What follows belongs to an exercise in optimizing a design on an open flow for small area, a short achievable clock period and few clock cycles per item; a production flow would make more cautious choices. The RTL was checked by simulation tests, not by an equivalence proof against the original design. No activity file was given, so power comes from the tool's default toggle rates.

## yarrow
## heater_handle_supervisor
module heater_handle_supervisor (
  input  logic                         clk_i,
  input  logic                         rst_ni,
  input  logic                         in_valid_i,
  output logic                         in_ready_o,
  input  logic [hhs_pkg::InW-1:0]      in_data_i,
  output logic                         out_valid_o,
  input  logic                         out_ready_i,
  output logic [hhs_pkg::OutW-1:0]     out_data_o,
  input  logic                         cfg_valid_i,
  output logic                         cfg_ready_o,
  input  logic [hhs_pkg::CfgIdxW-1:0]  cfg_index_i,
  input  logic [hhs_pkg::CfgDataW-1:0] cfg_data_i
);
Size in the first run: ~200 flip-flops, ~77 I/O pins.
export LEC_CHECK = 0
export CAP_MARGIN = 20
export CORE_MARGIN = 2
export CORE_UTILIZATION = 40
export CTS_BUF_LIST = sky130_fd_sc_hd__clkbuf_8
export SLEW_MARGIN = 20
export TNS_END_PERCENT = 5
create_clock -name core_clock -period 9.0 [get_ports {clk_i}]
standard.sh (not shown) runs the stock make flow with config.mk's settings and CLKGATE_MAP_FILE= SYNTH_SCRIPT=/design/flow/synth_recipe.tcl, a recipe that flattens the netlist after the stock synthesis.
==> flow/flow/run.sh <==
#!/bin/bash
# Layout: the standard flow (standard.sh, which runs the standard synthesis
# unchanged) with two settings changed: the ports are buffered with
# sky130_fd_sc_hd__buf_1 (buffer_ports' own pick is a delay buffer), and the
# timing repair aims for 5.8 ns of setup slack at the design's clock period.
# The make output goes to standard_flow.log; ORFS's logs stay under orfs/logs.
set -euo pipefail
bash standard.sh SETUP_SLACK_MARGIN=5.8 "BUFFER_PORTS_ARGS=-buffer_cell sky130_fd_sc_hd__buf_1" finish > standard_flow.log 2>&1
Testbench counts of yarrow, summed over its fixed seeds: cycles 16,024, items 16,000.
> inputs changed (yarrow -> fjord)
# yarrow
export LEC_CHECK = 0
export CAP_MARGIN = 20
export CORE_MARGIN = 2
export CORE_UTILIZATION = 40
export CTS_BUF_LIST = sky130_fd_sc_hd__clkbuf_8
export SLEW_MARGIN = 20
export TNS_END_PERCENT = 5
create_clock -name core_clock -period 9.0 [get_ports {clk_i}]
# fjord
export LEC_CHECK = 0
export CAP_MARGIN = 20
export CORE_MARGIN = 2
export CORE_UTILIZATION = 40
export SLEW_MARGIN = 20
create_clock -name core_clock -period 9.0 [get_ports {clk_i}]
==> flow/flow/run.sh <==
#!/bin/bash
# Layout: the standard flow (standard.sh, which runs the standard synthesis
# unchanged) with two settings changed: the ports are buffered with
# sky130_fd_sc_hd__buf_1 (buffer_ports' own pick is a delay buffer), and the
# timing repair aims for 6 ns of setup slack at the design's clock period.
# The make output goes to standard_flow.log; ORFS's logs stay under orfs/logs.
set -euo pipefail
bash standard.sh SETUP_SLACK_MARGIN=5.8 "BUFFER_PORTS_ARGS=-buffer_cell sky130_fd_sc_hd__buf_1" finish > standard_flow.log 2>&1
==> summary.txt <==
Comparing worst relative slew slack for yarrow and fjord, the bigger number came from fjord. Re area after synthesis: no difference whatsoever between fjord and yarrow. Total power on fjord is up relative to yarrow. Share of power burned in the clock network: fjord higher than yarrow.
> inputs changed (fjord -> violet)
# fjord
export LEC_CHECK = 0
export CAP_MARGIN = 20
export CORE_MARGIN = 2
export CORE_UTILIZATION = 40
export SLEW_MARGIN = 20
create_clock -name core_clock -period 9.0 [get_ports {clk_i}]
# violet
export LEC_CHECK = 0
export CAP_MARGIN = 20
export CORE_MARGIN = 2
export CORE_UTILIZATION = 40
export CTS_BUF_LIST = sky130_fd_sc_hd__clkbuf_8
export SLEW_MARGIN = 20
create_clock -name core_clock -period 9.0 [get_ports {clk_i}]
-- flow/flow/run.sh --
<<< fjord, line 6
# The make output goes to standard_flow.log; ORFS's logs stay under orfs/logs.
set -euo pipefail
bash standard.sh SETUP_SLACK_MARGIN=5.8 "BUFFER_PORTS_ARGS=-buffer_cell sky130_fd_sc_hd__buf_1" finish > standard_flow.log 2>&1
>>> violet, line 6
# The make output goes to standard_flow.log; ORFS's logs stay under orfs/logs.
set -euo pipefail
bash standard.sh SETUP_SLACK_MARGIN=5.8 RECOVER_POWER=100 "BUFFER_PORTS_ARGS=-buffer_cell sky130_fd_sc_hd__buf_1" finish > standard_flow.log 2>&1
[summary]
Status violet: flow complete, layout not clean - capacitance limit, slew limit
violet vs fjord: design area down by a few percent
The number of gates given a new drive strength after cts reported for violet is smaller than that of fjord by 1.
violet: final critical-path setup slack is 1.60 ns lower than what fjord reported.
In violet, the fraction of the core area covered by cells at the end of the flow came out 1.4 points below the value in fjord.
Diff fjord -> violet | final critical delay including setup and external delays | increase of 1.60 ns
Looking only at register-to-register setup slack, and setting everything else aside, the lower value of violet and fjord goes to violet.
The synthesized cell count of violet and that of fjord are within noise of each other.
fjord -> violet: global-route wire length before repair decreased slightly
### violet -> ember
# violet
export LEC_CHECK = 0
export CAP_MARGIN = 20
export CORE_MARGIN = 2
export CORE_UTILIZATION = 40
export CTS_BUF_LIST = sky130_fd_sc_hd__clkbuf_8
export SLEW_MARGIN = 20
create_clock -name core_clock -period 9.0 [get_ports {clk_i}]
# ember
export LEC_CHECK = 0
export CAP_MARGIN = 20
export CORE_MARGIN = 2
export CORE_UTILIZATION = 40
export CTS_BUF_LIST = sky130_fd_sc_hd__clkbuf_8
export PLACE_DENSITY = 0.75
export SLEW_MARGIN = 20
create_clock -name core_clock -period 9.0 [get_ports {clk_i}]
==> flow/flow/run.sh <==
#!/bin/bash
# Layout: the standard flow (standard.sh, which runs the standard synthesis
# unchanged) with two settings changed: the ports are buffered with
# sky130_fd_sc_hd__buf_1 (buffer_ports' own pick is a delay buffer), and the
# timing repair aims for 5.8 ns of setup slack at the design's clock period.
# The make output goes to standard_flow.log; ORFS's logs stay under orfs/logs.
set -euo pipefail
bash standard.sh SETUP_SLACK_MARGIN=5.8 "BUFFER_PORTS_ARGS=-buffer_cell sky130_fd_sc_hd__buf_1" finish > standard_flow.log 2>&1
==> summary.txt <==
ember ran to completion and came out clean on the timing, DRC and antenna checks. The post-place instance area of ember and that of violet are within noise of each other. Diff violet -> ember | fraction of cell area in non-clock buffers | increase of 0.82 points. Taking violet as the reference, in ember share of the final layout cell area in multi-input gates saw an increase, fmax saw an increase, highest fanout seen on the critical path saw a decrease, sequential share of layout area saw a decrease. Lower proportion of power drawn by combinational gates was reported by violet, not ember. Across both runs, setup slack was higher for ember than for violet. | number of pins exceeding their max-slew limit in the final report | lower: ember |. Diff violet -> ember | area of all placed cells without fillers | up slightly. Detailed route wirelength on metal2 came out lower on ember than on violet.

---

run 1:
heater_handle_supervisor, a different RTL version from the one above (not shown whole).
For scale: roughly 1200 cells after synthesis.
clock: 9.0 ns
lec_check: 0
cap_margin: 20
core_margin: 2
core_utilization: 40
cts_buf_list: sky130_fd_sc_hd__clkbuf_8
slew_margin: 20
==> flow/flow/run.sh <==
#!/bin/bash
# Layout: the standard flow (standard.sh, which runs the standard synthesis
# unchanged) with two settings changed: the ports are buffered with
# sky130_fd_sc_hd__buf_1 (buffer_ports' own pick is a delay buffer), and the
# timing repair aims for 6.2 ns of setup slack at the design's clock period.
# The make output goes to standard_flow.log; ORFS's logs stay under orfs/logs.
set -euo pipefail
bash standard.sh SETUP_SLACK_MARGIN=6.2 "BUFFER_PORTS_ARGS=-buffer_cell sky130_fd_sc_hd__buf_1" finish > standard_flow.log 2>&1
Run 1 reached the end of the flow, and the finished layout is clean on the timing, DRC and antenna checks.
Testbench counts of run 1, summed over its fixed seeds: cycles 16,024, items 16,000.
The following lists how run 2 was set up differently from run 1:
==> flow/flow/run.sh <==
#!/bin/bash
# Layout: the standard flow (standard.sh, which runs the standard synthesis
# unchanged) with two settings changed: the ports are buffered with
# sky130_fd_sc_hd__buf_1 (buffer_ports' own pick is a delay buffer), and the
# timing repair aims for 6.0 ns of setup slack at the design's clock period.
# The make output goes to standard_flow.log; ORFS's logs stay under orfs/logs.
set -euo pipefail
bash standard.sh SETUP_SLACK_MARGIN=6.0 "BUFFER_PORTS_ARGS=-buffer_cell sky130_fd_sc_hd__buf_1" finish > standard_flow.log 2>&1
==> summary.txt <==
The post-route fraction of the period consumed by the critical path on run 1 is in line with that on run 2. Between run 2 and run 1, the insertion delay of the later-clocked pin in the worst-skew pair does not differ in any meaningful way. Final worst slack for run 2: 0.0072 ns down relative to run 1. ~same sequential power in run 2 and run 1. Run 2: met2 routing resource usage after global routing is 1.8 points lower than what run 1 reported. Run 2 and run 1 ended up with roughly the same maximum frequency. | shortest period the worst path allows | run 2 vs run 1 | worse |. Taking run 1 as the reference, in run 2 non-clock buffer count down 32%; final instance area went down by 6.4%; sequential share of layout area rose by 2.5 points. Compared with run 1, run 2 shows a lower post-route non-filler standard cell count.
## Diff of input files: run 3 against run 2
==> flow/flow/run.sh <==
#!/bin/bash
# Layout: the standard flow (standard.sh, which runs the standard synthesis
# unchanged) with two settings changed: the ports are buffered with
# sky130_fd_sc_hd__buf_1 (buffer_ports' own pick is a delay buffer), and the
# timing repair aims for 5.8 ns of setup slack at the design's clock period.
# The make output goes to standard_flow.log; ORFS's logs stay under orfs/logs.
set -euo pipefail
bash standard.sh SETUP_SLACK_MARGIN=5.8 "BUFFER_PORTS_ARGS=-buffer_cell sky130_fd_sc_hd__buf_1" finish > standard_flow.log 2>&1
- Looking only at fraction of area in multi-input gates, and setting everything else aside, the higher value of run 3 and run 2 goes to run 2.
- Run 2 → run 3: detail-routed net length per standard cell has increased, post-route standard cell area excluding fillers has decreased, share of the clock period used by the worst path after layout has increased.
--- input diff run 3..run 4 ---
==> flow/flow/run.sh <==
#!/bin/bash
# Layout: the standard flow (standard.sh, which runs the standard synthesis
# unchanged) with two settings changed: the ports are buffered with
# sky130_fd_sc_hd__buf_1 (buffer_ports' own pick is a delay buffer), and the
# timing repair aims for 6.1 ns of setup slack at the design's clock period.
# The make output goes to standard_flow.log; ORFS's logs stay under orfs/logs.
set -euo pipefail
bash standard.sh SETUP_SLACK_MARGIN=6.1 "BUFFER_PORTS_ARGS=-buffer_cell sky130_fd_sc_hd__buf_1" finish > standard_flow.log 2>&1
Results
Run 3 ended up with flop to flop as its critical setup path kind; run 4 ended up with flop to primary output.
Final weighted congestion in routability-driven placement, run 3 and run 4, lower one = run 3.
Number of filler cells placed in the layout came out lower on run 4 than on run 3.
Run 4 has share of the clock period used by the worst path after layout below what run 3 had.
The final layout from run 4, which completed every stage, passed the timing, DRC and antenna checks at the end of the flow.
What run 5 does differently from run 4 at the input level:
Settings: CTS_BUF_LIST removed (was sky130_fd_sc_hd__clkbuf_8).
==> flow/flow/run.sh <==
#!/bin/bash
# Layout: the standard flow (standard.sh, which runs the standard synthesis
# unchanged) with two settings changed: the ports are buffered with
# sky130_fd_sc_hd__buf_1 (buffer_ports' own pick is a delay buffer), and the
# timing repair aims for 6.0 ns of setup slack at the design's clock period.
# The make output goes to standard_flow.log; ORFS's logs stay under orfs/logs.
set -euo pipefail
bash standard.sh SETUP_SLACK_MARGIN=6.0 "BUFFER_PORTS_ARGS=-buffer_cell sky130_fd_sc_hd__buf_1" finish > standard_flow.log 2>&1
==> summary.txt <==
Run 5 completed; timing, DRC and antenna clean. Run 4: all stages complete, timing, DRC and antenna checks passed. In the tables for run 4 and run 5, detailed-router iteration count before antenna repair reads higher with run 5. Run 5 leaves more setup margin than run 4. | post-detailed-placement cell area | higher: run 4 |. Run 4 → run 5: power per cell area now sits higher; via count of the first global-routing pass went up 139; critical-path maximum fanout went up 4. In the route summary, run 5 ends up with a via count below that of run 4. Going from run 4 to run 5, total wire length after detailed routing went down, worst supply voltage drop on vdd went up, aggregate global-route resource usage went down, total of clock buffers placed in the layout went up.
## Diff of input files: run 6 against run 5
Settings: putting CTS_BUF_LIST at sky130_fd_sc_hd__clkbuf_8 where nothing was set.
diff --git a/flow/flow/run.sh b/flow/flow/run.sh
--- a/flow/flow/run.sh
+++ b/flow/flow/run.sh
@@ -7,2 +7,2 @@
 set -euo pipefail
-bash standard.sh SETUP_SLACK_MARGIN=6.0 "BUFFER_PORTS_ARGS=-buffer_cell sky130_fd_sc_hd__buf_1" finish > standard_flow.log 2>&1
+bash standard.sh SETUP_SLACK_MARGIN=6.0 SKIP_GATE_CLONING=1 "BUFFER_PORTS_ARGS=-buffer_cell sky130_fd_sc_hd__buf_1" finish > standard_flow.log 2>&1
Results
Summary — iteration count of the initial detailed-routing pass, run 6 relative to run 5: lower, by 1.
On cell count, run 5 and run 6 are basically level.
Run 5 has higher worst vdd rail ir drop than run 6.
On global-route met1 utilization: run 6 sits above run 5.
Compare run 5 and run 6 | critical path depth lower: run 5
Relative contribution of the clock network to total power, run 5 and run 6: larger value in run 5

==> afterwards: timing with drivers on the ports <==
No port has a modelled driver above. Below, the same layouts with a new extraction and two added sets of constraints. Step 1 sets driving cells, clkbuf_16 on the clock port and buf_2 on the other inputs (assumed; they add their load-dependent delay and slew). Step 2 adds t to the input delays and takes it off the output delays; t is the mean of the earliest and latest rising clock arrival at the registers after step 1. Input paths then give back, and output paths get back, about the clock's delay inside the block. Three values: no drivers, after step 1, after step 2; two values: the first two.
| run | t (ns) | setup WS [ns] | clock arrival spread, ns | worst register clock-pin slew, ns | worst slew at a driven data input, ns |
|---|---|---|---|---|---|
| yarrow | 0.512 | 5.746 / 5.746 / 5.281 | 0.019 / 0.019 | 0.12 / 0.12 | 0.05 |
| fjord | 0.487 | 5.789 / 5.815 / 5.328 | 0.014 / 0.014 | 0.08 / 0.08 | 0.05 |
| violet | 0.528 | 4.188 / 4.166 / 3.637 | 0.020 / 0.021 | 0.12 / 0.12 | 0.05 |
| ember | 0.522 | 5.753 / 5.777 / 5.254 | 0.017 / 0.017 | 0.11 / 0.11 | 0.05 |
| run 1 | 0.520 | 6.057 / 6.026 / 5.779 | 0.027 / 0.027 | 0.12 / 0.12 | 0.06 |
| run 2 | 0.527 | 6.050 / 6.027 / 5.629 | 0.020 / 0.020 | 0.11 / 0.11 | 0.04 |
| run 3 | 0.534 | 5.939 / 5.939 / 5.558 | 0.021 / 0.021 | 0.12 / 0.12 | 0.04 |
| run 4 | 0.525 | 6.054 / 6.006 / 5.710 | 0.023 / 0.022 | 0.11 / 0.11 | 0.07 |
| run 5 | 0.494 | 6.069 / 6.045 / 5.638 | 0.015 / 0.014 | 0.08 / 0.08 | 0.04 |
| run 6 | 0.527 | 6.050 / 6.027 / 5.629 | 0.020 / 0.020 | 0.11 / 0.11 | 0.04 |
For violet, which loses most, drivers alone change the setup slack by -0.022 ns; drivers and shift together by -0.551 ns. The worst setup slack also covers recovery checks on asynchronous resets.
